What follows belongs to an exercise in optimizing a design on an open flow for small area and a short achievable clock period; a production flow would make more cautious choices. The RTL was checked by simulation tests, not by an equivalence proof against the original design. Power is estimated from default activity; no workload was simulated.

==> flow/design.v <==
module spi_ram #(
  parameter int MEM_DEPTH = 256,
  parameter int ADDR_SIZE = 8,
  parameter int TX_CYCLES = 8
) (
  input  logic       clk,
  input  logic       rst_n,
  input  logic [9:0] din,
  input  logic       rx_valid,
  output logic [7:0] dout,
  output logic       tx_valid,
  output logic       err
);
  localparam int DATA_W = 8;
  localparam int CNT_W  = (TX_CYCLES > 1) ? $clog2(TX_CYCLES) : 1;
  localparam logic [CNT_W-1:0] CNT_LOAD = CNT_W'(TX_CYCLES - 1);
  localparam int NPAIR  = MEM_DEPTH / 2;
  localparam int LO_W   = 4;                        
  localparam int GRP    = 1 << LO_W;                
  localparam int NGRP   = MEM_DEPTH / GRP;          
  logic [DATA_W-1:0]    slot_a [NPAIR];
  logic [DATA_W-1:0]    slot_b [NPAIR];
  logic                 ph;
  logic                 wp;                         
  logic [ADDR_SIZE-1:0] wp_addr;
  logic [DATA_W-1:0]    wp_data;
  logic                 wp_land;                    
  logic [DATA_W-1:0]    rd_stage [NGRP];
  logic                 rd_byp;
  logic                 rx_valid_d;
  logic [ADDR_SIZE-1:0] wr_addr, rd_addr;
  logic                 wr_addr_vld, rd_addr_vld;
  logic [CNT_W-1:0]     cnt;
  logic                 accept, wr_ok, rd_ok, rd_bad, wr_bad;
  logic [1:0]           cmd;
  assign accept = rx_valid & ~rx_valid_d;
  assign cmd    = din[9:8];
  assign wr_ok  = accept && (cmd == 2'b01) && wr_addr_vld;
  assign wr_bad = accept && (cmd == 2'b01) && !wr_addr_vld;
  assign rd_ok  = accept && (cmd == 2'b11) && rd_addr_vld && !tx_valid;
  assign rd_bad = accept && (cmd == 2'b11) && (!rd_addr_vld || tx_valid);
  always_ff @(posedge clk or negedge rst_n) begin
    if (!rst_n) begin
      rx_valid_d   <= 1'b0;
      tx_valid     <= 1'b0;
      err          <= 1'b0;
      dout         <= '0;
      wr_addr_vld  <= 1'b0;
      rd_addr_vld  <= 1'b0;
    end else begin
      rx_valid_d   <= rx_valid;
      err          <= wr_bad | rd_bad;
      if (rd_ok)
        tx_valid <= 1'b1;
      else if (cnt == '0)
        tx_valid <= 1'b0;
      if (accept && cmd == 2'b00)
        wr_addr_vld <= 1'b1;
      if (accept && cmd == 2'b10)
        rd_addr_vld <= 1'b1;
      if (rd_ok)
        dout <= rd_byp ? wp_data : rd_stage[rd_addr[ADDR_SIZE-1:LO_W]];
    end
  end
  always_ff @(posedge clk) begin
    if (accept && cmd == 2'b00)
      wr_addr <= din[ADDR_SIZE-1:0];
    if (accept && cmd == 2'b10)
      rd_addr <= din[ADDR_SIZE-1:0];
    if (rd_ok)
      cnt <= CNT_LOAD;
    else if (cnt != '0)
      cnt <= cnt - CNT_W'(1);
  end
  assign wp_land = wp && (wp_addr[0] != ph);
  always_ff @(posedge clk) begin
    ph <= ~ph;
    wp <= wr_ok | (wp & ~wp_land);
    if (wr_ok) begin
      wp_addr <= wr_addr;
      wp_data <= din[DATA_W-1:0];
    end
    for (int p = 0; p < NPAIR; p++) begin
      slot_b[p] <= slot_a[p];
      slot_a[p] <= (wp_land && wp_addr[ADDR_SIZE-1:1] == (ADDR_SIZE-1)'(p)) ? wp_data : slot_b[p];
    end
  end
  logic [ADDR_SIZE-1:0] rd_pos;
  assign rd_pos = {rd_addr[ADDR_SIZE-1:1], rd_addr[0] ^ ph};
  logic [GRP-1:0] lo_sel;
  always_comb
    for (int j = 0; j < GRP; j++)
      lo_sel[j] = (rd_pos[LO_W-1:0] == LO_W'(j));
  always_ff @(posedge clk) begin
    rd_byp <= wp && (wp_addr == rd_addr);
    for (int g = 0; g < NGRP; g++)
      for (int b = 0; b < DATA_W; b++) begin
        logic acc;
        acc = 1'b1;
        for (int j = 0; j < GRP; j++)
          acc &= (j[0] ? slot_b[g*GRP/2 + j/2][b] : slot_a[g*GRP/2 + j/2][b]) | ~lo_sel[j];
        rd_stage[g][b] <= acc;
      end
  end
endmodule
==> flow/config.mk <==
export PLATFORM = sky130hd
export DESIGN_NAME = spi_ram
export DESIGN_NICKNAME = spi_ram
export VERILOG_FILES = /design/flow/design.v
export SDC_FILE = /design/flow/constraint.sdc
export NUM_CORES = 4
export LEC_CHECK = 0
export CAP_MARGIN = 20
export CORE_MARGIN = 2
export CORE_UTILIZATION = 40
export SETUP_SLACK_MARGIN = 2.2
export SLEW_MARGIN = 20
==> flow/constraint.sdc <==
create_clock -name core_clock -period 4.5 [get_ports {clk}]
set_input_delay 0.9000 -clock core_clock [delete_from_list [all_inputs] [get_ports {clk}]]
set_output_delay 0.9000 -clock core_clock [all_outputs]
set_load 0.01 [all_outputs]
run.sh (not shown) runs the stock make flow with config.mk's settings and CLKGATE_MAP_FILE= SYNTH_SCRIPT=/design/flow/synth_recipe.tcl, a recipe that flattens the netlist after the stock synthesis.
Next try:
--- a/flow/design.v
+++ b/flow/design.v
@@ -86,20 +86,15 @@
     end
   end
   logic [ADDR_SIZE-1:0] rd_pos;
   assign rd_pos = {rd_addr[ADDR_SIZE-1:1], rd_addr[0] ^ ph};
-  logic [GRP-1:0] lo_sel;
-  always_comb
-    for (int j = 0; j < GRP; j++)
-      lo_sel[j] = (rd_pos[LO_W-1:0] == LO_W'(j));
   always_ff @(posedge clk) begin
     rd_byp <= wp && (wp_addr == rd_addr);
     for (int g = 0; g < NGRP; g++)
       for (int b = 0; b < DATA_W; b++) begin
-        logic acc;
-        acc = 1'b1;
+        logic [GRP-1:0] col;
         for (int j = 0; j < GRP; j++)
-          acc &= (j[0] ? slot_b[g*GRP/2 + j/2][b] : slot_a[g*GRP/2 + j/2][b]) | ~lo_sel[j];
-        rd_stage[g][b] <= acc;
+          col[j] = j[0] ? slot_b[g*GRP/2 + j/2][b] : slot_a[g*GRP/2 + j/2][b];
+        rd_stage[g][b] <= col[rd_pos[LO_W-1:0]];
       end
   end
 endmodule
=> The changed run completed without violations; wire length goes down by about a fifth; total power drops by a few percent; worst hold slack gets worse by 0.0092 ns; synthesized area grows by a few percent; via count went down by a few percent; non-clock buffer count came out lower by 179; cell area falls slightly; flip-flop and latch count stays the same; core utilization goes down by 1.5 points; combinational power fell by about a fifth; maximum frequency grows by a little under a tenth; die area climbs by a few percent; sequential power is about the same.

-- separate check: timing with driven ports --
In the flow no input, the clock included, has a driving cell. The finished layouts below were timed again as built, in two steps.
Step 1, drivers: a clkbuf_16 drives clk and a buf_2 each remaining input, both assumed.
Step 2, shift: input delay + t, output delay - t, t = (earliest + latest rising clock arrival at the registers) / 2. This alone moves slack from input paths to output paths.
Slacks: ideal / step 1 / step 2; pairs: ideal / step 1.
run	shift t [ns]	setup slack, ns	slew at the worst register clock pin (ns)	cell pins on the clock port's net
the first run	0.957	1.889 / 1.889 / 1.649	0.07 / 0.07	1
the second run	0.939	2.080 / 2.053 / 1.537	0.07 / 0.07	1
After both steps setup and hold are still met in every run listed. The setup slack of the second run, which loses most, moves by -0.027 ns with the drivers and by -0.543 ns with both steps.
